What follows belongs to an exercise in optimizing a design on an open flow for small area; a production flow would make more cautious choices. RTL that was checked went through simulation tests only; none was proved equivalent to the original. For run 3, only the layout was checked, not whether the RTL still works. No driver is modelled on the clock port, so clocking that relies on it looks cheaper here than on a real chip. Power is estimated from default activity; no workload was simulated.

==> design/flow/design.v <==
package sha1_stream_pkg;
  localparam int IN_BYTES  = 4;
  localparam int OUT_BYTES = 64;
  localparam int WORDS     = OUT_BYTES / IN_BYTES;
  localparam int IDX_W     = $clog2(WORDS);
  localparam int IN_W      = 8 * IN_BYTES;
  localparam int OUT_W     = 8 * OUT_BYTES;
endpackage
module sha1_beat_slot
(
  input  logic          clk,
  input  logic          reset,
  input  logic          i_load,
  input  logic [511:0]  i_data,
  input  logic [3:0]    i_lane,     
  input  logic [3:0]    i_lkeep,    
  input  logic          i_last,
  input  logic          i_ready,
  output logic          o_valid,
  output logic [511:0]  o_data,
  output logic [63:0]   o_keep,
  output logic          o_last
);
  logic         r_valid;
  logic [511:0] r_data;
  logic [3:0]   r_lane;
  logic [3:0]   r_lkeep;
  logic         r_last;
  always_ff @(posedge clk or posedge reset) begin
    if (reset)            r_valid <= 1'b0;
    else if (i_load)      r_valid <= 1'b1;
    else if (i_ready)     r_valid <= 1'b0;
  end
  logic w_hold;
  assign w_hold = !(i_load || (r_valid && i_ready));
  always_ff @(posedge clk) begin
    r_data <= (r_data & {512{w_hold}}) | (i_data & {512{i_load}});
    if (i_load) begin
      r_lane  <= i_lane;
      r_lkeep <= i_lkeep;
      r_last  <= i_last;
    end
  end
  always_comb begin
    for (int j = 0; j < 16; j++) begin
      for (int b = 0; b < 4; b++) begin
        o_keep[4*j+b] = (j < r_lane) || ((j == r_lane) && r_lkeep[b]);
      end
    end
  end
  assign o_valid = r_valid;
  assign o_data  = r_data;
  assign o_last  = r_last;
endmodule
module sha1_stream_packer
(
  input  logic                 clk,
  input  logic                 reset,
  output logic                 o_tready_in,
  input  logic                 i_tvalid_in,
  input  logic [sha1_stream_pkg::IN_W-1:0]      i_tdata_in,
  input  logic [sha1_stream_pkg::IN_BYTES-1:0]  i_tkeep_in,
  input  logic                 i_tlast_in,
  input  logic                 i_tready_out,
  output logic                 o_tvalid_out,
  output logic [sha1_stream_pkg::OUT_W-1:0]     o_tdata_out,
  output logic [sha1_stream_pkg::OUT_BYTES-1:0] o_tkeep_out,
  output logic                 o_tlast_out
);
  logic [3:0]   r_idx;
  logic         r_done;
  logic         r_clean;       
  logic [511:0] r_data;
  logic [3:0]   r_lkeep;       
  logic         r_last;        
  logic         w_slot_valid, w_slot_free, w_xfer, w_accept, w_tready_in;
  logic [3:0]   w_base_idx;
  logic [3:0]   w_wkeep;
  assign w_slot_free = !w_slot_valid || i_tready_out;
  assign w_xfer      = r_done && w_slot_free;
  assign w_tready_in = !reset && (!r_done || w_slot_free);
  assign w_accept    = i_tvalid_in && w_tready_in;
  assign w_base_idx  = w_xfer ? 4'd0 : r_idx;
  assign w_wkeep     = i_tlast_in ? i_tkeep_in : 4'hF;
  logic w_clr;
  assign w_clr = w_xfer || !r_clean;
  logic [15:0] w_we;
  logic [63:0] w_take;
  always_comb begin
    for (int k = 0; k < 16; k++) begin
      w_we[k] = w_accept && (w_base_idx == k);
      for (int b = 0; b < 4; b++) w_take[4*k+b] = w_we[k] && w_wkeep[b];
    end
  end
  always_ff @(posedge clk) begin
    for (int k = 0; k < 16; k++)
      for (int b = 0; b < 4; b++)
        r_data[32*k+8*b +: 8] <= (r_data[32*k+8*b +: 8] & {8{(k == 0) ? !(w_we[0] || w_clr) : !w_clr}})
                               | (i_tdata_in[8*b +: 8] & {8{w_take[4*k+b]}});
    if (w_accept) begin
      r_lkeep <= w_wkeep;
      r_last  <= i_tlast_in;
    end
  end
  always_ff @(posedge clk or posedge reset) begin
    if (reset) begin
      r_idx   <= 4'd0;
      r_done  <= 1'b0;
      r_clean <= 1'b0;
    end else begin
      r_clean <= 1'b1;
      if (w_accept) begin
        r_idx  <= w_base_idx + 4'd1;
        r_done <= i_tlast_in || (w_base_idx == 4'd15);
      end else begin
        r_idx  <= w_base_idx;
        r_done <= r_done && !w_xfer;
      end
    end
  end
  sha1_beat_slot u_slot (
    .clk     (clk),
    .reset   (reset),
    .i_load  (w_xfer),
    .i_data  (r_data),
    .i_lane  (r_idx - 4'd1),
    .i_lkeep (r_lkeep),
    .i_last  (r_last),
    .i_ready (i_tready_out),
    .o_valid (w_slot_valid),
    .o_data  (o_tdata_out),
    .o_keep  (o_tkeep_out),
    .o_last  (o_tlast_out)
  );
  assign o_tready_in  = w_tready_in;
  assign o_tvalid_out = w_slot_valid;
endmodule
==> design/flow/flow/run.sh <==
#!/bin/bash
# Standard layout, with the port buffers made from the smallest buffer and a leaner clock tree.
set -euo pipefail
cat >> config.mk <<'EOC'
export BUFFER_PORTS_ARGS = -buffer_cell sky130_fd_sc_hd__buf_1
export CTS_ARGS = -sink_clustering_enable -repair_clock_nets -dont_use_dummy_load -buf_list {sky130_fd_sc_hd__clkbuf_16} -root_buf sky130_fd_sc_hd__clkbuf_16 -sink_clustering_size 32 -sink_clustering_max_diameter 90
EOC
echo "export PRE_GLOBAL_PLACE_TCL = $PWD/flow/pre_gpl.tcl" >> config.mk
bash standard.sh > flow_make.log 2>&1
==> design/flow/flow/pre_gpl.tcl <==
# Before global placement: drop the buffers synthesis inserted (as timing-driven placement
# would), so repair_design rebuilds only the buffering the layout needs.
remove_buffers
==> design/flow/standard.sh <==
#!/bin/bash
# synth_recipe.tcl (not shown) runs the flow's synth.tcl, then flattens the netlist and writes it again
# the make line also repeats each setting of config.mk as NAME=value (left out here)
make -C /OpenROAD-flow-scripts/flow DESIGN_CONFIG=/design/flow/config.mk WORK_HOME=/design/flow/orfs CLKGATE_MAP_FILE= SYNTH_SCRIPT=/design/flow/synth_recipe.tcl "${@:-finish}"
==> design/flow/config.mk <==
export PLATFORM = sky130hd
export DESIGN_NAME = sha1_stream_packer
export DESIGN_NICKNAME = sha1_stream_packer
export VERILOG_FILES = /design/flow/design.v
export SDC_FILE = /design/flow/constraint.sdc
export NUM_CORES = 4
export LEC_CHECK = 0
export CAP_MARGIN = 20
export CORE_MARGIN = 2
export CORE_UTILIZATION = 60
export GPL_TIMING_DRIVEN = 0
export SLEW_MARGIN = 20
export BUFFER_PORTS_ARGS = -buffer_cell sky130_fd_sc_hd__buf_1
export CTS_ARGS = -sink_clustering_enable -repair_clock_nets -dont_use_dummy_load -buf_list {sky130_fd_sc_hd__clkbuf_16} -root_buf sky130_fd_sc_hd__clkbuf_16 -sink_clustering_size 32 -sink_clustering_max_diameter 90
export PRE_GLOBAL_PLACE_TCL = /design/flow/flow/pre_gpl.tcl
==> design/flow/constraint.sdc <==
create_clock -name core_clock -period 5.0 [get_ports {clk}]
set_input_delay 1.0000 -clock core_clock [delete_from_list [all_inputs] [get_ports {clk}]]
set_output_delay 1.0000 -clock core_clock [all_outputs]
set_load 0.01 [all_outputs]
==> out/metrics.yaml, run 1 <==
global_route:
  track_usage: 0.325
  grt_pass1_vias: 21903
  grt_max_degree: 131
  top_usage_layer: "met2"
  antenna_found_initial: 5
  met3_usage: 0.0716
  met2_usage: 0.487
  grt_pass1_wl_um: 141000
  grt_overflow_total: 0
  grt_util_met1: 0.452
timing:
  fin_skew_ns: 0.0369
  hold_viol: 0
  worstMarginPinSlew_ns: 1.02
  setup_viol: 0
  min_period_ns: 3.84
  finalSetupTns_ns: 0
  drv_slew: 0
  worst_hold_slack_ns: 0.352
  max_freq_ghz: 0.261
  rsz0062_at_grt: "false"
  slew_headroom: 0.319
  period_share: 0.768
power_and_ir_drop:
  ir_worst_vdd_mv: 0.340
  leakage_nw: 13.6
  p_per_area_nw_per_um2: 382
finish:
  syn2layout_area_growth_pct: 13.4
  fin_nets: 3050
  multi_input_area_um2: 10300
  seqCellArea_um2: 21100
  final_layout_size_suffix_gt1_frac: 0.0389
  n_fill_cell: 4063
clock_tree:
  clock-sinks: 1045
  clk_pin_slew_ns: 0.12
  cts_tree: "built"
  cts_resized: 0
  postCtsSetupRepairBufs: 0
  clk_latency_ns: 0.61
  cts_root_buf: "clkbuf_16"
  cts-htree-levels: 2
  clk_path_buf_depth: 3
  holdBufCountCts: 0
  cts_buffers: 38
setup_path:
  crit_end: "o_tkeep_out[50]"
  ff2ff_path_depth: 4
  cp_num_buf_inv: 1
  worstPathCellList: "nand2_1, nor2_1, buf_1"
  worst-path-stages: 3
  critical_path_class: "reg -> out"
  start_kind: "register"
  cpMaxStageDelayCell: "edfxtp_1"
  slowest_delay_ns: 0.99
  r2r_slack_ns: 2.11
  reg2reg_from: "r_done"
  cp_max_fo: 34
  startpoint: "u_slot.r_lane[3]"
  crit_arrival_ns: 2.84
  crit_family: "simple AND/OR/NAND/NOR gates"
  critPathRequiredTime_ns: 4.00
  end_kind: "output port"
  rr_endpoint: "r_data[132]"
logic_synthesis:
  synth-edff-count: 14
  syn_nets: 2593
  syn_area_um2: 32300
  avgSynthCellArea_um2: 12.7
  seq_area_frac_synth: 0.652
  yosys-top-cells-area: "dfxtp_1, a22o_1, o2bb2ai_1"
  ys_ff_latch: 1045
  ys_types: 46
  yosys_most_used_dff: "dfxtp_1"
  netlist.area_leader.share: 0.634
  synth_common_cells: "dfxtp_1, a22o_1, o2bb2ai_1"
  syn-instance-count: 2551
  yosys.area.top_type: "dfxtp_1"
  yosys_warnings: 2
  yosysMostFrequentCell: "dfxtp_1"
  synthArstFlopShare: 0.00670
detailed_routing:
  vias_per_cell: 6.39
  drt_iter0_markers: 1937
  routedWlPerCell_um: 25.5
  drt_pre_antenna_iters: 8
  vias: 23681
  routed_wl_um: 94400
  final_antenna_net_count: 0
  drc_errors: 0
place:
  globalplace.congestion: 0.955
  hpwlAfterDp_um: 65500
  portBuffers: 619
die:
  die_x_um: 236
  row_count: 85
  die_y_um: 236
  core_area_um2: 53600
  start_util: 0.603
  pin_count: 620
  die-area_um2: 55800
worst_hold_path:
  hold_path.class: "in -> async"
job:
  cap_violations: 0
run_status:
  status: "timing/DRC/antenna clean"
state kept, by name, indices dropped and copies added (netlist names):
name and flops:
r_clean 1, r_data 512, r_done 1, r_idx 4, r_last 1, r_lkeep 4, u_slot.r_data 512, u_slot.r_lane 4
u_slot.r_last 1, u_slot.r_lkeep 4, u_slot.r_valid 1
cells in the final DEF, fill, tap and decap left out, types with 14 or more instances in the layout:
cell type and n:
nor2_1 44, o2bb2ai_1 224, buf_1 619, clkbuf_16 38
dfxtp_1 1024, nand2_1 66, edfxtp_1 14, a22o_1 800
buf_16 34
metal layers:
layer  part of all wire  vias to the layer above
met2               0.45                      858
met5            0.00011                        -
met4              0.045                        2
met3              0.074                      168
li1                   -                    10611
met1               0.43                    12042
cell families (layout without fill, tap and decap cells):
kind of cell | count (synthesis) | in the layout | synth area share
AO/OA/AOI/OAI | 1072 | 1072 | 0.287
XOR/XNOR | 4 | 4 | 0.00108
adder cells (fa/ha/maj) | 1 | 1 | 0.000387
buffers and inverters | 258 | 713 | 0.0316
flip-flops | 1045 | 1045 | 0.652
multiplexers | 1 | 1 | 0.000309
other | 1 | 6 | 0.000116
AND/OR/NAND/NOR | 169 | 169 | 0.0269
how the worst min path moves through the flow:
stage,from,endpoint,slack (ns),cells after the start
after detailed placement,r_lkeep[2],u_slot.r_lkeep[2],0.42,0
after global routing,reset,r_clean,0.35,2
final,reset,r_clean,0.35,2
after CTS,reset,r_clean,0.32,2
after floorplan,r_last,u_slot.r_last,0.40,0
after global placement,r_lkeep[1],u_slot.r_lkeep[1],0.40,0
through the flow:
| stage | cell area, µm² | instances | total power [mW] | setup slack (ns) | utilization |
|---|---|---|---|---|---|
| final | 36700 | 3707 | 14.0 | 1.16 | 0.685 |
| after floorplan | 32300 | 2551 | 9.77 | 2.69 | - |
| after global routing | 36700 | 3705 | 14.5 | 0.973 | 0.684 |
| after CTS | 36700 | 3702 | 14.0 | 1.21 | 0.684 |
| after detailed placement | 35700 | 3664 | 10.4 | 1.55 | 0.667 |
| after global placement | 34600 | 3621 | 10.2 | -28.44 | 0.645 |
layout make-up:
class / instances / share of cell area
Antenna cell: 5 / 0.000341
Clock buffer: 38 / 0.0259
Inverter: 13 / 0.00153
Multi-Input combinational cell: 1248 / 0.280
Sequential cell: 1045 / 0.575
Tap cell: 696 / 0.0237
Timing Repair Buffer: 662 / 0.0932
power breakdown:
group | total, mW | internal, mW | switching, mW
sequential | 8.81 | 8.60 | 0.217
clock | 3.77 | 1.39 | 2.38
combinational | 1.43 | 0.466 | 0.969
==> inputs of run 2 (changes only) <==
==> design/flow/flow/run.sh (replaced) <==
#!/bin/bash
# Standard layout, with the port buffers made from the smallest buffer and a leaner clock tree.
set -euo pipefail
cat >> config.mk <<'EOC'
export BUFFER_PORTS_ARGS = -buffer_cell sky130_fd_sc_hd__buf_1
export CTS_ARGS = -sink_clustering_enable -repair_clock_nets -dont_use_dummy_load -buf_list {sky130_fd_sc_hd__clkbuf_16} -root_buf sky130_fd_sc_hd__clkbuf_16 -sink_clustering_size 28 -sink_clustering_max_diameter 80
EOC
bash standard.sh > flow_make.log 2>&1
==> design/flow/config.mk (replaced) <==
export PLATFORM = sky130hd
export DESIGN_NAME = sha1_stream_packer
export DESIGN_NICKNAME = sha1_stream_packer
export VERILOG_FILES = /design/flow/design.v
export SDC_FILE = /design/flow/constraint.sdc
export NUM_CORES = 4
export LEC_CHECK = 0
export CAP_MARGIN = 20
export CORE_MARGIN = 2
export CORE_UTILIZATION = 60
export SLEW_MARGIN = 20
export BUFFER_PORTS_ARGS = -buffer_cell sky130_fd_sc_hd__buf_1
export CTS_ARGS = -sink_clustering_enable -repair_clock_nets -dont_use_dummy_load -buf_list {sky130_fd_sc_hd__clkbuf_16} -root_buf sky130_fd_sc_hd__clkbuf_16 -sink_clustering_size 28 -sink_clustering_max_diameter 80
removed: design/flow/flow/pre_gpl.tcl
==> run 2 against run 1 <==
  * Still clean on timing, DRC and antenna
  * Hold slack is essentially flat
  * Combinational power shrank 9.8%
  * Maximum frequency grew 3.0%
  * Sequential share of layout area grew 0.91 points
  * Clock skew grew 0.031 ns
  * Critical path type unchanged
  * Largest cell class unchanged
==> out/metrics.yaml, run 2 <==
run_status:
  status: "timing/DRC/antenna clean"
timing:
  slew_headroom: 0.110  # -0.209
  fin_skew_ns: 0.0683  # +0.0314 ns
  finalSetupTns_ns: 0  # unchanged
  drv_slew: 0  # unchanged
  max_freq_ghz: 0.268  # +3.0%
  worst_slack_ns: 1.27  # +0.111 ns
  hold_viol: 0  # unchanged
  worstMarginPinSlew_ns: 1.33  # +0.317 ns
  period_share: 0.746  # -0.0222
  rsz0062_at_grt: "false"
  worst_hold_slack_ns: 0.352  # -0.000204 ns
  min_period_ns: 3.73  # -0.111 ns
  setup_viol: 0  # unchanged
detailed_routing:
  drt_pre_antenna_iters: 5  # -3
  routedWlPerCell_um: 25.1  # -1.5%
  vias_per_cell: 6.37  # -0.24%
  drt_iter0_markers: 2178  # +12%
  drc_errors: 0  # unchanged
  final_antenna_net_count: 0  # unchanged
  routed_wl_um: 93100  # -1.5%
  vias: 23624  # -0.24%
die:
  start_util: 0.603  # unchanged
  row_count: 85  # unchanged
  die_x_um: 236  # unchanged
  die_y_um: 236  # unchanged
  die-area_um2: 55800  # unchanged
  core_area_um2: 53600  # unchanged
  pin_count: 620  # unchanged
logic_synthesis:
  syn_area_um2: 32300  # unchanged
  yosys-top-cells-area: "dfxtp_1, a22o_1, o2bb2ai_1"
  yosysMostFrequentCell: "dfxtp_1"
  netlist.area_leader.share: 0.634  # unchanged
  synthArstFlopShare: 0.00670  # unchanged
  syn_nets: 2593  # unchanged
  ys_types: 46  # unchanged
  avgSynthCellArea_um2: 12.7  # unchanged
  syn-instance-count: 2551  # unchanged
  yosys.area.top_type: "dfxtp_1"
  ys_ff_latch: 1045  # unchanged
  seq_area_frac_synth: 0.652  # unchanged
  yosys_most_used_dff: "dfxtp_1"
  synth-edff-count: 14  # unchanged
  yosys_warnings: 2  # unchanged
  synth_common_cells: "dfxtp_1, a22o_1, o2bb2ai_1"
finish:
  final_common_cell: "dfxtp_1"
  fin_nets: 3052  # +0.066%
  layout_common_cells: "dfxtp_1, a22o_1, buf_1"
  syn2layout_area_growth_pct: 11.7
  final_layout_size_suffix_gt1_frac: 0.0382  # -0.000691
  post-route-util: 0.674  # -0.0107
  fin_area_um2: 36100  # -1.6%
  reg_top3: "r_data (512), u_slot.r_data (512)"
setup_path:
  critical_path_class: "reg -> out"
  critPathRequiredTime_ns: 4.00  # about the same
  cp_max_fo: 34  # unchanged
  end_kind: "output port"
  crit_arrival_ns: 2.73  # -0.11 ns
  start_kind: "register"
  ff2ff_path_depth: 5  # +1
job:
  cap_violations: 0  # unchanged
clock_tree:
  clk_path_buf_depth: 3  # unchanged
  cts_resized: 0  # unchanged
  holdBufCountCts: 0  # unchanged
  cts_buffers: 43  # +13%
  cts_root_buf: "clkbuf_16"
  clock-sinks: 1045  # unchanged
  postCtsSetupRepairBufs: 0  # unchanged
  clk_latency_ns: 0.63  # +0.02 ns
  cts-htree-levels: 2  # unchanged
  cts_tree: "built"
  clk_pin_slew_ns: 0.11  # about the same
global_route:
  antenna_found_initial: 5  # unchanged
  track_usage: 0.318  # -0.00632
  grt_max_degree: 228  # +74%
  grt_pass1_wl_um: 139000  # -1.5%
  grt_pass1_vias: 21853  # -0.23%
  grt_overflow_total: 0  # unchanged
place:
  globalplace.congestion: 0.945  # -1.0%
  hpwlAfterDp_um: 62200  # -5.0%
  place_area_um2: 35000  # -1.9%
  portBuffers: 619  # unchanged
  dp_slack_ns: 1.68  # +0.137 ns
power_and_ir_drop:
  p_per_area_nw_per_um2: 390  # +2.0%
  leakage_nw: 13.3  # -1.7%
  ir_worst_vdd_mv: 0.303  # -11%
worst_hold_path:
  hold_path.class: "in -> async"
## run 2: per-layer routing
layer  vias up  track usage  part of all wire  routed length [µm]
met4         4        0.117             0.036                3370
met1     11946        0.452              0.44               40700
li1      10634            -                 -                   -
met2       886        0.475              0.45               41700
met3       154       0.0748             0.079                7320
met5         -            0           0.00019                  18
## run 2: worst paths after layout
path | slack (ns) | from | endpoint
max reg2reg | 2.33 | r_done | r_data[422]
max in group asynchronous | 4.37 | reset | r_idx[1]
min | 0.35 | reset | r_clean
min reg2reg | 0.44 | r_lkeep[0] | u_slot.r_lkeep[0]
max | 1.27 | u_slot.r_lane[3] | o_tkeep_out[60]
min in group core_clock | 0.44 | r_lkeep[0] | u_slot.r_lkeep[0]
## run 2: worst max-delay path, stage by stage, from the launching register on
cell and delay (ns):
edfxtp_1 0.97, nand2_1 0.64, nor2_1 0.29, buf_1 0.25
## run 2: final cells by class
cell class,instances,area [µm²]
multi-input combinational,1248,10300
sequential,1045,21100
tap,696,871
clock buffer,43,1080
timing repair buffer,659,2740
fill,4172,17500
inverter,13,56.3
antenna,3,7.51
## run 2: cells by family (layout without fill, tap and decap cells)
kind of cell | count (synthesis) | in the layout | synth area share
and+or+nand+nor | 169 | 169 | 0.0269
xor gates and xnor gates | 4 | 4 | 0.00108
adders and majority gates | 1 | 1 | 0.000387
AOI/OAI and AO/OA | 1072 | 1072 | 0.287
muxes | 1 | 1 | 0.000309
DFF | 1045 | 1045 | 0.652
other | 1 | 4 | 0.000116
buffers and inverters | 258 | 715 | 0.0316
## run 2: metrics by stage
step / instances / power, mW
6_report: 3707 / 14.1
2_1_floorplan: 2551 / 9.77
5_1_grt: 3706 / 14.5
3_5_place_dp: 3661 / 10.3
3_3_place_gp: 3661 / 10.2
4_1_cts: 3704 / 14.1
## run 2: power breakdown
part           total [mW]  internal [mW]  switching, mW
clock                3.98           1.55           2.42
combinational        1.29          0.358          0.935
sequential           8.81           8.60          0.216
total                14.1           10.5           3.57
==> inputs of run 3 (changes only) <==
--- a/design/flow/design.v
+++ b/design/flow/design.v
@@ -14,3 +14,3 @@
   input  logic [511:0]  i_data,
-  input  logic [3:0]    i_lane,     
+  input  logic [3:0]    i_cnt,      
   input  logic [3:0]    i_lkeep,    
@@ -25,3 +25,3 @@
   logic [511:0] r_data;
-  logic [3:0]   r_lane;
+  logic [3:0]   r_cnt;
   logic [3:0]   r_lkeep;
@@ -36,9 +36,9 @@
   always_ff @(posedge clk) begin
-    r_data <= (r_data & {512{w_hold}}) | (i_data & {512{i_load}});
-    if (i_load) begin
-      r_lane  <= i_lane;
-      r_lkeep <= i_lkeep;
-      r_last  <= i_last;
-    end
+    r_data  <= (r_data  & {512{w_hold}}) | (i_data  & {512{i_load}});
+    r_cnt   <= (r_cnt   & {4{w_hold}})   | (i_cnt   & {4{i_load}});
+    r_lkeep <= (r_lkeep & {4{w_hold}})   | (i_lkeep & {4{i_load}});
+    r_last  <= (r_last  & w_hold)        | (i_last  & i_load);
   end
+  logic [3:0] w_lane;
+  assign w_lane = r_cnt - 4'd1;
   always_comb begin
@@ -46,3 +46,3 @@
       for (int b = 0; b < 4; b++) begin
-        o_keep[4*j+b] = (j < r_lane) || ((j == r_lane) && r_lkeep[b]);
+        o_keep[4*j+b] = (j < w_lane) || ((j == w_lane) && r_lkeep[b]);
       end
@@ -99,6 +99,4 @@
                                | (i_tdata_in[8*b +: 8] & {8{w_take[4*k+b]}});
-    if (w_accept) begin
-      r_lkeep <= w_wkeep;
-      r_last  <= i_tlast_in;
-    end
+    r_lkeep <= (r_lkeep & {4{!(w_accept || w_clr)}}) | (w_wkeep & {4{w_accept}});
+    r_last  <= (r_last & !(w_accept || w_clr)) | (i_tlast_in & w_accept);
   end
@@ -125,3 +123,3 @@
     .i_data  (r_data),
-    .i_lane  (r_idx - 4'd1),
+    .i_cnt   (r_idx),
     .i_lkeep (r_lkeep),
==> design/flow/flow/run.sh (replaced) <==
#!/bin/bash
# Standard layout, with the port buffers made from the smallest buffer and a leaner clock tree.
set -euo pipefail
cat >> config.mk <<'EOC'
export BUFFER_PORTS_ARGS = -buffer_cell sky130_fd_sc_hd__buf_1
export CTS_ARGS = -sink_clustering_enable -repair_clock_nets -dont_use_dummy_load -buf_list {sky130_fd_sc_hd__clkbuf_16} -root_buf sky130_fd_sc_hd__clkbuf_16 -sink_clustering_size 32 -sink_clustering_max_diameter 90
EOC
bash standard.sh > flow_make.log 2>&1
--- a/design/flow/config.mk
+++ b/design/flow/config.mk
@@ -12,2 +12,2 @@
 export BUFFER_PORTS_ARGS = -buffer_cell sky130_fd_sc_hd__buf_1
-export CTS_ARGS = -sink_clustering_enable -repair_clock_nets -dont_use_dummy_load -buf_list {sky130_fd_sc_hd__clkbuf_16} -root_buf sky130_fd_sc_hd__clkbuf_16 -sink_clustering_size 28 -sink_clustering_max_diameter 80
+export CTS_ARGS = -sink_clustering_enable -repair_clock_nets -dont_use_dummy_load -buf_list {sky130_fd_sc_hd__clkbuf_16} -root_buf sky130_fd_sc_hd__clkbuf_16 -sink_clustering_size 32 -sink_clustering_max_diameter 90
==> run 3 against run 2 <==
  * Still clean
  * Combinational power up 64%
  * Sequential cell count did not move
  * Sequential power barely moved
  * Clock power down 5.0%
  * Synthesized cell count is 9.3% higher
  * Count of clock-buffer cells in the layout fell by 5
==> out/metrics.yaml, run 3 <==
logic_synthesis:
  syn_area_um2: 32600  # +0.90%
  avgSynthCellArea_um2: 11.7  # -7.7%
  synthArstFlopShare: 0.00670  # unchanged
  yosys_most_used_dff: "dfxtp_1"
  seq_area_frac_synth: 0.642  # -0.0101
  syn_nets: 2834  # +9.3%
  yosysMostFrequentCell: "dfxtp_1"
  yosys-top-cells-area: "dfxtp_1, a22o_1, o21ai_0"
  yosys.area.top_type: "dfxtp_1"
  synth-edff-count: 0  # -14
  synth_common_cells: "dfxtp_1, a22o_1, nand2_1"
  syn-instance-count: 2789  # +9.3%
  ys_ff_latch: 1045  # unchanged
  netlist.area_leader.share: 0.637  # +0.00293
  yosys_warnings: 2  # unchanged
  ys_types: 50  # +8.7%
detailed_routing:
  routed_wl_um: 104000  # +11%
  drt_pre_antenna_iters: 5  # unchanged
  vias_per_cell: 6.25  # -1.9%
  drc_errors: 0  # unchanged
  final_antenna_net_count: 0  # unchanged
  drt_iter0_markers: 2481  # +14%
  routedWlPerCell_um: 26.2  # +4.5%
  vias: 24700  # +4.6%
timing:
  worst_hold_slack_ns: 0.340  # -0.0125 ns
  slew_headroom: 0.252  # +0.142
  min_period_ns: 4.02  # +0.292 ns
  hold_viol: 0  # unchanged
  max_freq_ghz: 0.249  # -7.3%
  period_share: 0.804  # +0.0583
  worstMarginPinSlew_ns: 1.12  # -0.212 ns
  finalSetupTns_ns: 0  # unchanged
  fin_skew_ns: 0.0413  # -0.0270 ns
  rsz0062_at_grt: "false"
  drv_slew: 0  # unchanged
  setup_viol: 0  # unchanged
die:
  die_x_um: 237  # +0.44%
  row_count: 85  # unchanged
  start_util: 0.606  # +0.00303
  die-area_um2: 56300  # +0.89%
  pin_count: 620  # unchanged
  core_area_um2: 53800  # +0.40%
  die_y_um: 237  # +0.44%
clock_tree:
  clk_path_buf_depth: 3  # unchanged
  clock-sinks: 1045  # unchanged
  clk_latency_ns: 0.61  # -0.02 ns
  cts_buffers: 38  # -12%
  holdBufCountCts: 0  # unchanged
  cts_resized: 0  # unchanged
  cts_tree: "built"
  clk_pin_slew_ns: 0.12  # about the same
  cts-htree-levels: 2  # unchanged
  postCtsSetupRepairBufs: 0  # unchanged
  cts_root_buf: "clkbuf_16"
place:
  hpwlAfterDp_um: 69600  # +12%
  place_area_um2: 35300  # +0.75%
  portBuffers: 619  # unchanged
  dp_cells: 3910  # +6.8%
  globalplace.congestion: 0.877  # -7.3%
finish:
  final_layout_size_suffix_gt1_frac: 0.0455  # +0.00728
  final_common_cell: "dfxtp_1"
  fin_nets: 3299  # +8.1%
  reg_top3: "r_data (512), u_slot.r_data (512)"
  layout_common_cells: "dfxtp_1, a22o_1, buf_1"
  syn2layout_area_growth_pct: 11.1
  fin_area_um2: 36300  # +0.38%
  fin_cells: 3951  # +6.6%
setup_path:
  ff2ff_path_depth: 5  # unchanged
  crit_arrival_ns: 3.02  # +0.29 ns
  critPathRequiredTime_ns: 4.00  # about the same
  r2r_slack_ns: 2.25  # -0.08 ns
  critical_path_class: "reg -> out"
  start_kind: "register"
  cp_max_fo: 14  # -59%
  rr_endpoint: "u_slot.r_data[356]"
  end_kind: "output port"
  reg2reg_from: "r_done"
power_and_ir_drop:
  leakage_nw: 13.5  # +1.3%
  p_per_area_nw_per_um2: 406  # +4.1%
  ir_worst_vdd_mv: 0.311  # +2.9%
job:
  cap_violations: 0  # unchanged
global_route:
  grt_pass1_wl_um: 151000  # +8.6%
  antenna_found_initial: 9  # +4
  track_usage: 0.354  # +0.0356
  grt_overflow_total: 0  # unchanged
  grt_pass1_vias: 22724  # +4.0%
  grt_max_degree: 180  # -21%
worst_hold_path:
  hold_path.class: "in -> async"
run_status:
  status: "timing/DRC/antenna clean"
run 3: changes by cell type after synthesis, sizes merged, moves of 8 or more:
cell     previous run  this run
o21ai               7       235
o21bai             12         0
clkbuf            163        75
inv                13         5
o2bb2ai           224         4
nand2              68       296
a22o              800       809
a21oi               7        23
dfxtp            1024      1038
buf                82       170
edfxtp             14         0
run 3: worst max-delay path, stage by stage, from the launching register on:
cell and delay [ns]:
dfxtp_1 0.46, inv_1 0.15, ha_1 0.26, xnor2_1 0.72, and2_1 0.51, nand2_1 0.11, buf_1 0.21
run 3: where the power goes:
part / internal (mW) / leakage (nW) / switching [mW] / total, mW
clock network: 1.39 / 0.468 / 2.39 / 3.78
logic: 0.580 / 4.59 / 1.53 / 2.11
registers: 8.58 / 8.46 / 0.246 / 8.82
run 3: layer usage:
metal	part of all wire	routed length [µm]	GRT usage
met5	0.00067	69	0
met4	0.038	3940	0.124
met3	0.085	8800	0.0880
met2	0.47	48300	0.563
met1	0.41	42600	0.472
run 3: how the worst max path moves through the flow:
stage	startpoint	endpoint	slack, ns
after global placement	i_tready_out	r_data[11]	1.73
after floorplan	u_slot.r_cnt[0]	o_tkeep_out[0]	2.42
after CTS	u_slot.r_cnt[0]	o_tkeep_out[14]	0.98
after detailed placement	i_tready_out	r_data[11]	1.63
after global routing	u_slot.r_cnt[0]	o_tkeep_out[14]	0.78
final	u_slot.r_cnt[0]	o_tkeep_out[14]	0.98
run 3: area by class of cell:
class | instances | area (µm²)
Antenna cell | 3 | 7.51
Inverter | 5 | 18.8
Sequential cell | 1045 | 21000
Clock buffer | 38 | 951
Fill cell | 4276 | 17600
Tap cell | 696 | 871
Timing Repair Buffer | 670 | 2820
Multi-Input combinational cell | 1494 | 10600
run 3: through the flow:
| stage | power [mW] | util | setup WS [ns] |
|---|---|---|---|
| after floorplan | 10.3 | - | 2.42 |
| after global placement | 11.0 | 0.656 | 1.73 |
| after detailed placement | 11.1 | 0.656 | 1.63 |
| after CTS | 14.7 | 0.674 | 0.982 |
| after global routing | 15.2 | 0.674 | 0.778 |
| final | 14.7 | 0.674 | 0.981 |
run 3: kinds of logic after synthesis:
group,synth area share
XOR/XNOR,0.00161
flip-flops,0.642
other,0.000115
AO/OA/AOI/OAI,0.261
adder cells (fa/ha/maj),0.00153
multiplexers,0.000307
buffers and inverters,0.0338
AND/OR/NAND/NOR,0.0595
==> inputs of run 4 (changes only) <==
--- a/design/flow/design.v
+++ b/design/flow/design.v
@@ -14,3 +14,3 @@
   input  logic [511:0]  i_data,
-  input  logic [3:0]    i_cnt,      
+  input  logic [3:0]    i_lane,     
   input  logic [3:0]    i_lkeep,    
@@ -25,3 +25,3 @@
   logic [511:0] r_data;
-  logic [3:0]   r_cnt;
+  logic [3:0]   r_lane;
   logic [3:0]   r_lkeep;
@@ -36,9 +36,9 @@
   always_ff @(posedge clk) begin
-    r_data  <= (r_data  & {512{w_hold}}) | (i_data  & {512{i_load}});
-    r_cnt   <= (r_cnt   & {4{w_hold}})   | (i_cnt   & {4{i_load}});
-    r_lkeep <= (r_lkeep & {4{w_hold}})   | (i_lkeep & {4{i_load}});
-    r_last  <= (r_last  & w_hold)        | (i_last  & i_load);
+    r_data <= (r_data & {512{w_hold}}) | (i_data & {512{i_load}});
+    if (i_load) begin
+      r_lane  <= i_lane;
+      r_lkeep <= i_lkeep;
+      r_last  <= i_last;
+    end
   end
-  logic [3:0] w_lane;
-  assign w_lane = r_cnt - 4'd1;
   always_comb begin
@@ -46,3 +46,3 @@
       for (int b = 0; b < 4; b++) begin
-        o_keep[4*j+b] = (j < w_lane) || ((j == w_lane) && r_lkeep[b]);
+        o_keep[4*j+b] = (j < r_lane) || ((j == r_lane) && r_lkeep[b]);
       end
@@ -99,4 +99,6 @@
                                | (i_tdata_in[8*b +: 8] & {8{w_take[4*k+b]}});
-    r_lkeep <= (r_lkeep & {4{!(w_accept || w_clr)}}) | (w_wkeep & {4{w_accept}});
-    r_last  <= (r_last & !(w_accept || w_clr)) | (i_tlast_in & w_accept);
+    if (w_accept) begin
+      r_lkeep <= w_wkeep;
+      r_last  <= i_tlast_in;
+    end
   end
@@ -123,3 +125,3 @@
     .i_data  (r_data),
-    .i_cnt   (r_idx),
+    .i_lane  (r_idx - 4'd1),
     .i_lkeep (r_lkeep),
--- a/design/flow/flow/run.sh
+++ b/design/flow/flow/run.sh
@@ -7,2 +7,6 @@
 EOC
+echo "export PRE_GLOBAL_PLACE_TCL = $PWD/flow/small_bufs.tcl" >> config.mk
+echo "export PRE_RESIZE_TCL = $PWD/flow/small_bufs.tcl" >> config.mk
+echo "export PRE_CTS_TCL = $PWD/flow/small_bufs.tcl" >> config.mk
+echo "export PRE_GLOBAL_ROUTE_TCL = $PWD/flow/small_bufs.tcl" >> config.mk
 bash standard.sh > flow_make.log 2>&1
==> design/flow/flow/small_bufs.tcl (new file) <==
# Keep repair to small buffers: high-fanout nets get trees of buf_4/buf_6 instead of buf_12/16.
set_dont_use {sky130_fd_sc_hd__buf_8 sky130_fd_sc_hd__buf_12 sky130_fd_sc_hd__buf_16 sky130_fd_sc_hd__bufbuf_8 sky130_fd_sc_hd__bufbuf_16 sky130_fd_sc_hd__bufinv_8 sky130_fd_sc_hd__bufinv_16}
--- a/design/flow/config.mk
+++ b/design/flow/config.mk
@@ -13 +13,5 @@
 export CTS_ARGS = -sink_clustering_enable -repair_clock_nets -dont_use_dummy_load -buf_list {sky130_fd_sc_hd__clkbuf_16} -root_buf sky130_fd_sc_hd__clkbuf_16 -sink_clustering_size 32 -sink_clustering_max_diameter 90
+export PRE_GLOBAL_PLACE_TCL = /design/flow/flow/small_bufs.tcl
+export PRE_RESIZE_TCL = /design/flow/flow/small_bufs.tcl
+export PRE_CTS_TCL = /design/flow/flow/small_bufs.tcl
+export PRE_GLOBAL_ROUTE_TCL = /design/flow/flow/small_bufs.tcl
==> run 4 against run 3 <==
  * Design area down 0.89%
  * Final cell count fell by 5.8%
  * Sequential power hardly changed
  * Combinational power down 39%
  * Sequential cell count did not move
  * Maximum frequency increased by 6.6%
  * Non-clock buffer count is 8 higher
  * Global-route usage down 3.1 points
  * Register-to-register slack got worse by 0.03 ns
  * Routed wire length fell by 8.8%
  * Synthesized cell count fell by 8.5%
  * Largest power group unchanged
==> out/metrics.yaml, run 4 <==
global_route:
  grt_pass1_vias: 22056  # -2.9%
  track_usage: 0.323  # -0.0310
  grt_max_degree: 160  # -11%
  grt_overflow_total: 0  # unchanged
  grt_pass1_wl_um: 140000  # -6.8%
  antenna_found_initial: 2  # -7
logic_synthesis:
  ys_ff_latch: 1045  # unchanged
  seq_area_frac_synth: 0.652  # +0.0101
  yosys_most_used_dff: "dfxtp_1"
  synthArstFlopShare: 0.00670  # unchanged
  yosys.area.top_type: "dfxtp_1"
  yosys_warnings: 2  # unchanged
  synth-edff-count: 14  # +14
  syn_area_um2: 32300  # -0.89%
  netlist.area_leader.share: 0.634  # -0.00293
  synth_common_cells: "dfxtp_1, a22o_1, o2bb2ai_1"
  syn-instance-count: 2551  # -8.5%
  yosysMostFrequentCell: "dfxtp_1"
  syn_nets: 2593  # -8.5%
  avgSynthCellArea_um2: 12.7  # +8.4%
  yosys-top-cells-area: "dfxtp_1, a22o_1, o2bb2ai_1"
  ys_types: 46  # -8.0%
setup_path:
  critical_path_class: "reg -> out"
  worstPathCellList: "nor2_1, nand2_1, buf_1"
  slowest_delay_ns: 0.96  # +0.24 ns
  crit_family: "simple AND/OR/NAND/NOR gates"
  critPathRequiredTime_ns: 4.00  # about the same
  cpMaxStageDelayCell: "nor2_1"
  cp_max_fo: 34  # +20
  start_kind: "register"
  worst-path-stages: 3  # -3
  crit_arrival_ns: 2.77  # -0.25 ns
  ff2ff_path_depth: 4  # -1
  cp_num_buf_inv: 1  # -1
  end_kind: "output port"
clock_tree:
  postCtsSetupRepairBufs: 0  # unchanged
  clk_pin_slew_ns: 0.12  # about the same
  cts_resized: 0  # unchanged
  cts_tree: "built"
  clock-sinks: 1045  # unchanged
  clk_latency_ns: 0.61  # about the same
  cts_buffers: 38  # unchanged
  holdBufCountCts: 0  # unchanged
detailed_routing:
  drt_iter0_markers: 2116  # -15%
  final_antenna_net_count: 0  # unchanged
  drt_pre_antenna_iters: 5  # unchanged
  routed_wl_um: 94500  # -8.8%
  vias_per_cell: 6.35  # +1.7%
  drc_errors: 0  # unchanged
  routedWlPerCell_um: 25.4  # -3.2%
  vias: 23640  # -4.3%
die:
  die_x_um: 236  # -0.44%
  start_util: 0.603  # -0.00303
  core_area_um2: 53600  # -0.40%
  die_y_um: 236  # -0.44%
  pin_count: 620  # unchanged
  die-area_um2: 55800  # -0.88%
  row_count: 85  # unchanged
timing:
  min_period_ns: 3.77  # -0.248 ns
  max_freq_ghz: 0.265  # +6.6%
  slew_headroom: 0.305  # +0.0532
  worst_slack_ns: 1.23  # +0.248 ns
  setup_viol: 0  # unchanged
  hold_viol: 0  # unchanged
  rsz0062_at_grt: "false"
  period_share: 0.754  # -0.0497
  finalSetupTns_ns: 0  # unchanged
  worstMarginPinSlew_ns: 1.04  # -0.0836 ns
  drv_slew: 0  # unchanged
  fin_skew_ns: 0.0393  # -0.00197 ns
finish:
  final_common_cell: "dfxtp_1"
  fin_area_um2: 35900  # -0.89%
  fin_cells: 3720  # -5.8%
  multi_input_area_um2: 10300  # -3.3%
  layout_common_cells: "dfxtp_1, a22o_1, buf_1"
  fin_nets: 3066  # -7.1%
  n_fill_cell: 4095  # -4.2%
  final_layout_size_suffix_gt1_frac: 0.0427  # -0.00282
  seqCellArea_um2: 21100  # +0.66%
  post-route-util: 0.670  # -0.00337
  syn2layout_area_growth_pct: 11.1  # about the same
  reg_top3: "r_data (512), u_slot.r_data (512)"
place:
  place_area_um2: 35000  # -0.92%
  dp_cells: 3680  # -5.9%
  globalplace.congestion: 0.933  # +6.4%
  portBuffers: 619  # unchanged
  dp_slack_ns: 1.51  # -0.116 ns
  hpwlAfterDp_um: 64700  # -7.1%
power_and_ir_drop:
  p_per_area_nw_per_um2: 386  # -4.8%
  ir_worst_vdd_mv: 0.312  # +0.24%
  leakage_nw: 13.3  # -1.6%
worst_hold_path:
  hold_path.class: "in -> async"
run_status:
  status: "timing/DRC/antenna clean"
job:
  cap_violations: 0  # unchanged
-- run 4: stage by stage --
stage | total power, mW | hold slack [ns]
after floorplan | 9.77 | 0.400
after global placement | 10.2 | 0.402
after detailed placement | 10.3 | 0.405
after CTS | 13.9 | 0.331
after global routing | 14.3 | 0.367
final | 13.9 | 0.349
-- run 4: worst reg2reg max path, cell delays in order, from the launching register on --
cell	delay [ns]
dfrtp_1	0.72
nand2b_1	0.48
or2_1	0.75
buf_2	0.55
o2bb2ai_1	0.15
-- run 4: final timing paths --
path                                  start           endpoint  slack [ns]
setup / recovery           u_slot.r_lane[3]     o_tkeep_out[0]        1.23
hold / removal                        reset           r_idx[1]        0.35
setup reg to reg                   r_idx[2]        r_data[295]        2.22
hold reg to reg                  r_lkeep[3]  u_slot.r_lkeep[3]        0.42
max in group asynchronous             reset     u_slot.r_valid        4.39
min in group core_clock          r_lkeep[3]  u_slot.r_lkeep[3]        0.42
-- run 4: cell families (layout without fill, tap and decap cells) --
logic type               count (synthesis)  after routing  synth area share
AO/OA/AOI/OAI                         1072           1072             0.287
flip-flops                            1045           1045             0.652
buffers and inverters                  258            729            0.0316
AND/OR/NAND/NOR                        169            169            0.0269
XOR/XNOR                                 4              4           0.00108
adder cells (fa/ha/maj)                  1              1          0.000387
other                                    1              3          0.000116
multiplexers                             1              1          0.000309
-- run 4: report_power, final --
part / switching, mW / internal (mW) / total [mW]
Combinational: 0.935 / 0.349 / 1.28
Sequential: 0.223 / 8.60 / 8.82
Clock: 2.38 / 1.39 / 3.77
Total: 3.54 / 10.3 / 13.9
-- run 4: final cells by class --
| cell class | count | area share |
|---|---|---|
| multi-input cells | 1248 | 0.286 |
| diodes | 2 | 0.000139 |
| flip-flops and latches | 1045 | 0.587 |
| inverters | 13 | 0.00157 |
| clock buffers | 38 | 0.0265 |
| well taps | 696 | 0.0242 |
| repair buffers | 678 | 0.0744 |
-- run 4: per-layer routing --
layer	GRT usage	routed length [µm]	up-vias
met2	0.488	42600	922
met4	0.119	3510	0
met3	0.0675	7110	133
met5	0	0	-
met1	0.459	41200	11958
li1	-	-	10627
==> inputs of run 5 (changes only) <==
==> design/flow/flow/small_bufs.tcl (replaced) <==
# Keep repair to small buffers: high-fanout nets get trees of buf_2/buf_4 instead of buf_12/16.
set_dont_use {sky130_fd_sc_hd__buf_6 sky130_fd_sc_hd__buf_8 sky130_fd_sc_hd__buf_12 sky130_fd_sc_hd__buf_16 sky130_fd_sc_hd__bufbuf_8 sky130_fd_sc_hd__bufbuf_16 sky130_fd_sc_hd__bufinv_8 sky130_fd_sc_hd__bufinv_16}
==> run 5 against run 4 <==
  * Still clean
  * Combinational power barely moved
  * Final cell count rose by 0.11%
  * Count of clock-buffer cells in the layout rose by 1
  * Utilization barely moved
  * Sequential share of layout area barely moved
  * Sequential power barely moved
  * Sequential cell count did not move
  * First-iteration DRC count rose by 12%
  * Routed wire length rose by 2.2%
  * Critical endpoint is now o_tkeep_out[60]
==> out/metrics.yaml, run 5 <==
die:
  die_x_um: 236  # unchanged
  pin_count: 620  # unchanged
  die_y_um: 236  # unchanged
  die-area_um2: 55800  # unchanged
  core_area_um2: 53600  # unchanged
  row_count: 85  # unchanged
  start_util: 0.603  # unchanged
setup_path:
  crit_arrival_ns: 2.86  # +0.09 ns
  slowest_delay_ns: 1.03  # +0.07 ns
  cp_max_fo: 34  # unchanged
  critical_path_class: "reg -> out"
  critPathRequiredTime_ns: 4.00  # about the same
  start_kind: "register"
  cpMaxStageDelayCell: "edfxtp_1"
  end_kind: "output port"
  worstPathCellList: "nand2_1, nor2_1, buf_1"
global_route:
  met2_usage: 0.478  # -0.00948
  top_usage_layer: "met2"
  grt_max_degree: 102  # -36%
  grt_pass1_vias: 21852  # -0.92%
  grt_overflow_total: 0  # unchanged
  grt_pass1_wl_um: 142000  # +0.87%
  grt_util_met1: 0.465  # +0.00575
  track_usage: 0.330  # +0.00713
  antenna_found_initial: 5  # +3
  met3_usage: 0.0853  # +0.0178
timing:
  setup_viol: 0  # unchanged
  period_share: 0.771  # +0.0169
  drv_slew: 0  # unchanged
  fin_skew_ns: 0.0512  # +0.0119 ns
  finalSetupTns_ns: 0  # unchanged
  hold_viol: 0  # unchanged
  slew_headroom: 0.258  # -0.0471
  min_period_ns: 3.86  # +0.0844 ns
  worstMarginPinSlew_ns: 1.11  # +0.0744 ns
  rsz0062_at_grt: "false"
  worst_slack_ns: 1.14  # -0.0844 ns
  max_freq_ghz: 0.259  # -2.2%
logic_synthesis:
  syn-instance-count: 2551  # unchanged
  ys_ff_latch: 1045  # unchanged
  syn_area_um2: 32300  # unchanged
  yosys_warnings: 2  # unchanged
  yosys_most_used_dff: "dfxtp_1"
  yosysMostFrequentCell: "dfxtp_1"
  yosys-top-cells-area: "dfxtp_1, a22o_1, o2bb2ai_1"
  seq_area_frac_synth: 0.652  # unchanged
  netlist.area_leader.share: 0.634  # unchanged
  yosys.area.top_type: "dfxtp_1"
  syn_nets: 2593  # unchanged
  synthArstFlopShare: 0.00670  # unchanged
  synth-edff-count: 14  # unchanged
  avgSynthCellArea_um2: 12.7  # unchanged
  synth_common_cells: "dfxtp_1, a22o_1, o2bb2ai_1"
  ys_types: 46  # unchanged
finish:
  n_fill_cell: 4110  # +0.37%
  final_common_cell: "dfxtp_1"
  fin_area_um2: 35900  # about the same
  final_layout_size_suffix_gt1_frac: 0.0351  # -0.00763
  reg_top3: "r_data (512), u_slot.r_data (512)"
  fin_nets: 3068  # +0.065%
  fin_cells: 3724  # +0.11%
  layout_common_cells: "dfxtp_1, a22o_1, buf_1"
  syn2layout_area_growth_pct: 11.0  # about the same
clock_tree:
  holdBufCountCts: 0  # unchanged
  clk_pin_slew_ns: 0.11  # about the same
  cts_buffers: 39  # +2.6%
  postCtsSetupRepairBufs: 0  # unchanged
  cts_tree: "built"
  clock-sinks: 1045  # unchanged
  clk_latency_ns: 0.60  # about the same
  cts_resized: 0  # unchanged
detailed_routing:
  drc_errors: 0  # unchanged
  drt_pre_antenna_iters: 5  # unchanged
  final_antenna_net_count: 0  # unchanged
  vias_per_cell: 6.41  # +0.83%
  routed_wl_um: 96500  # +2.2%
  drt_iter0_markers: 2368  # +12%
  vias: 23862  # +0.94%
  routedWlPerCell_um: 25.9  # +2.1%
power_and_ir_drop:
  p_per_area_nw_per_um2: 388  # +0.52%
  ir_worst_vdd_mv: 0.362  # +16%
  leakage_nw: 13.2  # -0.48%
worst_hold_path:
  hold_path.class: "in -> async"
place:
  globalplace.congestion: 0.960  # +2.9%
  portBuffers: 619  # unchanged
  place_area_um2: 34900  # -0.15%
  dp_cells: 3681  # +0.027%
  hpwlAfterDp_um: 66800  # +3.3%
  dp_slack_ns: 1.45  # -0.0665 ns
job:
  cap_violations: 0  # unchanged
run_status:
  status: "timing/DRC/antenna clean"
[run 5: layer usage]
metal  wire length [µm]  part of all wire
met1              41300              0.43
met2              41800              0.43
met3               8940             0.093
met4               4500             0.047
met5                  8          0.000083
[run 5: power breakdown]
part	switching [mW]	internal [mW]	total (mW)
clock network	2.41	1.42	3.83
registers	0.223	8.60	8.82
logic	0.944	0.342	1.29
[run 5: cell families (layout without fill, tap and decap cells)]
family                     count (synthesis)  after routing  share of synthesized area
muxes                                      1              1                   0.000309
AOI/OAI and AO/OA                       1072           1072                      0.287
xor gates and xnor gates                   4              4                    0.00108
and+or+nand+nor                          169            169                     0.0269
adders and majority gates                  1              1                   0.000387
DFF                                     1045           1045                      0.652
buffers and inverters                    258            731                     0.0316
other                                      1              5                   0.000116
[run 5: layout make-up]
| type | count | area (µm²) | share of cell area |
|---|---|---|---|
| diodes | 4 | 10.0 | 0.000279 |
| clock buffers | 39 | 976 | 0.0272 |
| inverters | 13 | 56.3 | 0.00157 |
| multi-input cells | 1248 | 10300 | 0.286 |
| flip-flops and latches | 1045 | 21100 | 0.587 |
| well taps | 696 | 871 | 0.0243 |
| repair buffers | 679 | 2630 | 0.0731 |
[run 5: worst max-delay path, delay by kind of cell (launching register included)]
family	cells	cell delay, ns
flip-flops	1	1.03
buffers and inverters	1	0.28
AND/OR/NAND/NOR	2	0.93
[run 5: per-stage QoR]
stage	total power [mW]	hold slack, ns	util
after floorplan	9.77	0.400	-
after global routing	14.4	0.390	0.670
after detailed placement	10.3	0.408	0.651
after global placement	10.2	0.400	0.651
after CTS	13.9	0.357	0.670
final	13.9	0.380	0.670
[run 5: final timing paths]
check | startpoint | end | slack [ns] | depth (start not counted)
min reg2reg | r_lkeep[0] | u_slot.r_lkeep[0] | 0.43 | 0
max reg2reg | r_done | r_data[294] | 2.03 | 5
max | u_slot.r_lane[3] | o_tkeep_out[60] | 1.14 | 3
max in group asynchronous | reset | r_idx[3] | 4.38 | 2
min | reset | r_idx[2] | 0.38 | 2
min in group core_clock | r_lkeep[0] | u_slot.r_lkeep[0] | 0.43 | 0
==> inputs of run 6 (changes only) <==
--- a/design/flow/flow/run.sh
+++ b/design/flow/flow/run.sh
@@ -11,2 +11,3 @@
 echo "export PRE_GLOBAL_ROUTE_TCL = $PWD/flow/small_bufs.tcl" >> config.mk
+echo "export POST_FLOORPLAN_TCL = $PWD/flow/downsize.tcl" >> config.mk
 bash standard.sh > flow_make.log 2>&1
==> design/flow/flow/downsize.tcl (new file) <==
# After floorplan: put every combinational gate synthesis sized up back at its smallest drive;
# the later repair steps buffer any net that then needs it.
set n 0
foreach inst [get_cells *] {
  set master [get_property [get_lib_cells -of_objects $inst] name]
  if { [regexp {^sky130_fd_sc_hd__([a-z0-9]+)_([0-9]+)$} $master -> base drive] } {
    if { $drive > 1 && ![regexp {^(df|edf|sdf|dl|clk|buf|conb|tap|fill|decap)} $base] } {
      foreach d {1 0} {
        set lc [get_lib_cells -quiet sky130_fd_sc_hd__${base}_$d]
        if { $lc != "" } {
          replace_cell $inst $lc
          incr n
          break
        }
      }
    }
  }
}
puts "downsize: replaced $n cells"
--- a/design/flow/config.mk
+++ b/design/flow/config.mk
@@ -17 +17,2 @@
 export PRE_GLOBAL_ROUTE_TCL = /design/flow/flow/small_bufs.tcl
+export POST_FLOORPLAN_TCL = /design/flow/flow/downsize.tcl
==> run 6 against run 5 <==
  * Still clean
  * First-iteration DRC count fell by 17%
  * Hold slack improved by 0.013 ns
  * Critical path depth did not move
  * Clock power fell by 1%
  * Clock skew fell by 0.015 ns
  * Maximum frequency rose by 0.71%
  * Critical path type unchanged
  * Critical endpoint is now o_tkeep_out[5]
==> out/metrics.yaml, run 6 <==
global_route:
  grt_pass1_vias: 22176  # +1.5%
  antenna_found_initial: 3  # -2
  track_usage: 0.330  # about the same
  grt_max_degree: 91  # -11%
  grt_overflow_total: 0  # unchanged
  grt_pass1_wl_um: 142000  # +0.66%
place:
  hpwlAfterDp_um: 66200  # -0.91%
  place_area_um2: 34800  # -0.32%
  portBuffers: 619  # unchanged
  globalplace.congestion: 0.981  # +2.2%
  dp_slack_ns: 1.37  # -0.0744 ns
  dp_cells: 3677  # -0.11%
timing:
  hold_viol: 0  # unchanged
  slew_headroom: 0.235  # -0.0230
  worst_slack_ns: 1.17  # +0.0270 ns
  rsz0062_at_grt: "false"
  drv_slew: 0  # unchanged
  fin_skew_ns: 0.0361  # -0.0151 ns
  worstMarginPinSlew_ns: 1.14  # +0.0302 ns
  finalSetupTns_ns: 0  # unchanged
  max_freq_ghz: 0.261  # +0.71%
  setup_viol: 0  # unchanged
  period_share: 0.766  # -0.00541
  worst_hold_slack_ns: 0.393  # +0.0133 ns
  min_period_ns: 3.83  # -0.0270 ns
detailed_routing:
  final_antenna_net_count: 0  # unchanged
  routed_wl_um: 96300  # -0.24%
  drt_iter0_markers: 1973  # -17%
  vias_per_cell: 6.40  # -0.15%
  drt_pre_antenna_iters: 5  # unchanged
  routedWlPerCell_um: 25.9  # about the same
  vias: 23789  # -0.31%
  drc_errors: 0  # unchanged
finish:
  syn2layout_area_growth_pct: 10.6
  layout_common_cells: "dfxtp_1, a22o_1, buf_1"
  fin_cells: 3718  # -0.16%
  fin_area_um2: 35800  # -0.34%
  fin_nets: 3064  # -0.13%
  post-route-util: 0.668  # -0.00229
  reg_top3: "r_data (512), u_slot.r_data (512)"
  final_common_cell: "dfxtp_1"
  final_layout_size_suffix_gt1_frac: 0.0295  # -0.00558
setup_path:
  start_kind: "register"
  end_kind: "output port"
  slowest_delay_ns: 1.02  # about the same
  cp_max_fo: 34  # unchanged
  worstPathCellList: "nor2_1, nand2_1, buf_1"
  critPathRequiredTime_ns: 4.00  # about the same
  critical_path_class: "reg -> out"
  crit_family: "simple AND/OR/NAND/NOR gates"
  cpMaxStageDelayCell: "nor2_1"
  cp_num_buf_inv: 1  # unchanged
  crit_arrival_ns: 2.83  # -0.03 ns
die:
  die_y_um: 236  # unchanged
  die_x_um: 236  # unchanged
  start_util: 0.603  # unchanged
  row_count: 85  # unchanged
  core_area_um2: 53600  # unchanged
  die-area_um2: 55800  # unchanged
  pin_count: 620  # unchanged
logic_synthesis:
  synth-edff-count: 14  # unchanged
  syn-instance-count: 2551  # unchanged
  seq_area_frac_synth: 0.652  # unchanged
  yosys_warnings: 2  # unchanged
  syn_area_um2: 32300  # unchanged
  yosys.area.top_type: "dfxtp_1"
  yosysMostFrequentCell: "dfxtp_1"
  ys_ff_latch: 1045  # unchanged
  syn_nets: 2593  # unchanged
  synthArstFlopShare: 0.00670  # unchanged
  avgSynthCellArea_um2: 12.7  # unchanged
  yosys_most_used_dff: "dfxtp_1"
  synth_common_cells: "dfxtp_1, a22o_1, o2bb2ai_1"
  netlist.area_leader.share: 0.634  # unchanged
  ys_types: 46  # unchanged
  yosys-top-cells-area: "dfxtp_1, a22o_1, o2bb2ai_1"
clock_tree:
  holdBufCountCts: 0  # unchanged
  cts_tree: "built"
  clk_latency_ns: 0.62  # +0.02 ns
  clock-sinks: 1045  # unchanged
  cts_resized: 0  # unchanged
  postCtsSetupRepairBufs: 0  # unchanged
  cts_buffers: 38  # -2.6%
  clk_pin_slew_ns: 0.12  # about the same
power_and_ir_drop:
  leakage_nw: 13.2  # -0.22%
  finalPower_mw: 13.9  # -0.46%
  p_per_area_nw_per_um2: 388  # -0.12%
  ir_worst_vdd_mv: 0.292  # -19%
job:
  cap_violations: 0  # unchanged
run_status:
  status: "timing/DRC/antenna clean"
worst_hold_path:
  hold_path.class: "in -> async"
==> run 6: logic make-up (layout without fill, tap and decap cells) <==
| group | after synthesis | in the layout | share of synthesized area |
|---|---|---|---|
| muxes | 1 | 1 | 0.000309 |
| buffers and inverters | 258 | 727 | 0.0316 |
| xor gates and xnor gates | 4 | 4 | 0.00108 |
| other | 1 | 3 | 0.000116 |
| adders and majority gates | 1 | 1 | 0.000387 |
| DFF | 1045 | 1045 | 0.652 |
| and+or+nand+nor | 169 | 169 | 0.0269 |
| AOI/OAI and AO/OA | 1072 | 1072 | 0.287 |
==> run 6: final timing paths <==
check                                  from           endpoint  slack [ns]  cells past startpoint
max                        u_slot.r_lane[3]     o_tkeep_out[5]        1.17                      3
min                                   reset           r_idx[3]        0.39                      2
max reg2reg                          r_done        r_data[315]        1.90                      5
min reg2reg                      r_lkeep[2]  u_slot.r_lkeep[2]        0.43                      0
max in group asynchronous             reset             r_done        4.31                      2
min in group core_clock          r_lkeep[2]  u_slot.r_lkeep[2]        0.43                      0
==> run 6: area by class of cell <==
cell class,instances,area (µm²)
Multi-Input combinational cell,1248,10200
Inverter,13,56.3
Sequential cell,1045,21100
Timing Repair Buffer,676,2640
Fill cell,4194,17800
Tap cell,696,871
Antenna cell,2,5.00
Clock buffer,38,951
==> run 6: routing by layer <==
metal	track usage	wire length, µm	up-vias
met5	0	13	-
met4	0.134	4120	2
met3	0.0675	7490	178
met2	0.491	42700	978
met1	0.471	42000	12007
li1	-	-	10624
==> run 6: where the power goes <==
part           switching (mW)  leakage, nW  internal, mW  total [mW]
combinational           0.922         4.27         0.344        1.27
sequential              0.215         8.47          8.60        8.81
clock                    2.41        0.468          1.39        3.79
==> run 6: worst register-to-register path: cells and delay by family (launching register included) <==
| kind | cells | cell delay, ns |
|---|---|---|
| AO/OA/AOI/OAI | 1 | 0.23 |
| flip-flops | 1 | 0.53 |
| AND/OR/NAND/NOR | 3 | 1.85 |
| buffers and inverters | 1 | 0.44 |

==> re-timing with driven ports <==
No port has a modelled driver above. Below, the same layouts with a new extraction and two added sets of constraints. Step 1 assumes that a clkbuf_16 drives the clock port and a buf_2 every other input. Step 2, shift: input delay + t, output delay - t, t = (earliest + latest rising clock arrival at the registers) / 2. This alone moves slack from input paths to output paths. Three values: ideal ports, drivers, drivers and shift; two values: the first two.
| run | shift t [ns] | setup WS [ns] | worst setup path at the end | pins driven straight from the clock port |
|---|---|---|---|---|
| run 1 | 0.663 | 1.162 / 1.097 / 1.453 | input to register | 1 |
| run 2 | 0.659 | 1.272 / 1.209 / 1.567 | input to register | 1 |
| run 3 | 0.659 | 0.981 / 0.918 / 1.576 | register to output | 1 |
| run 4 | 0.655 | 1.229 / 1.164 / 1.361 | input to register | 1 |
| run 5 | 0.642 | 1.145 / 1.085 / 1.399 | input to register | 1 |
| run 6 | 0.663 | 1.172 / 1.109 / 1.342 | input to register | 1 |
After both steps setup and hold are still met in every run listed.
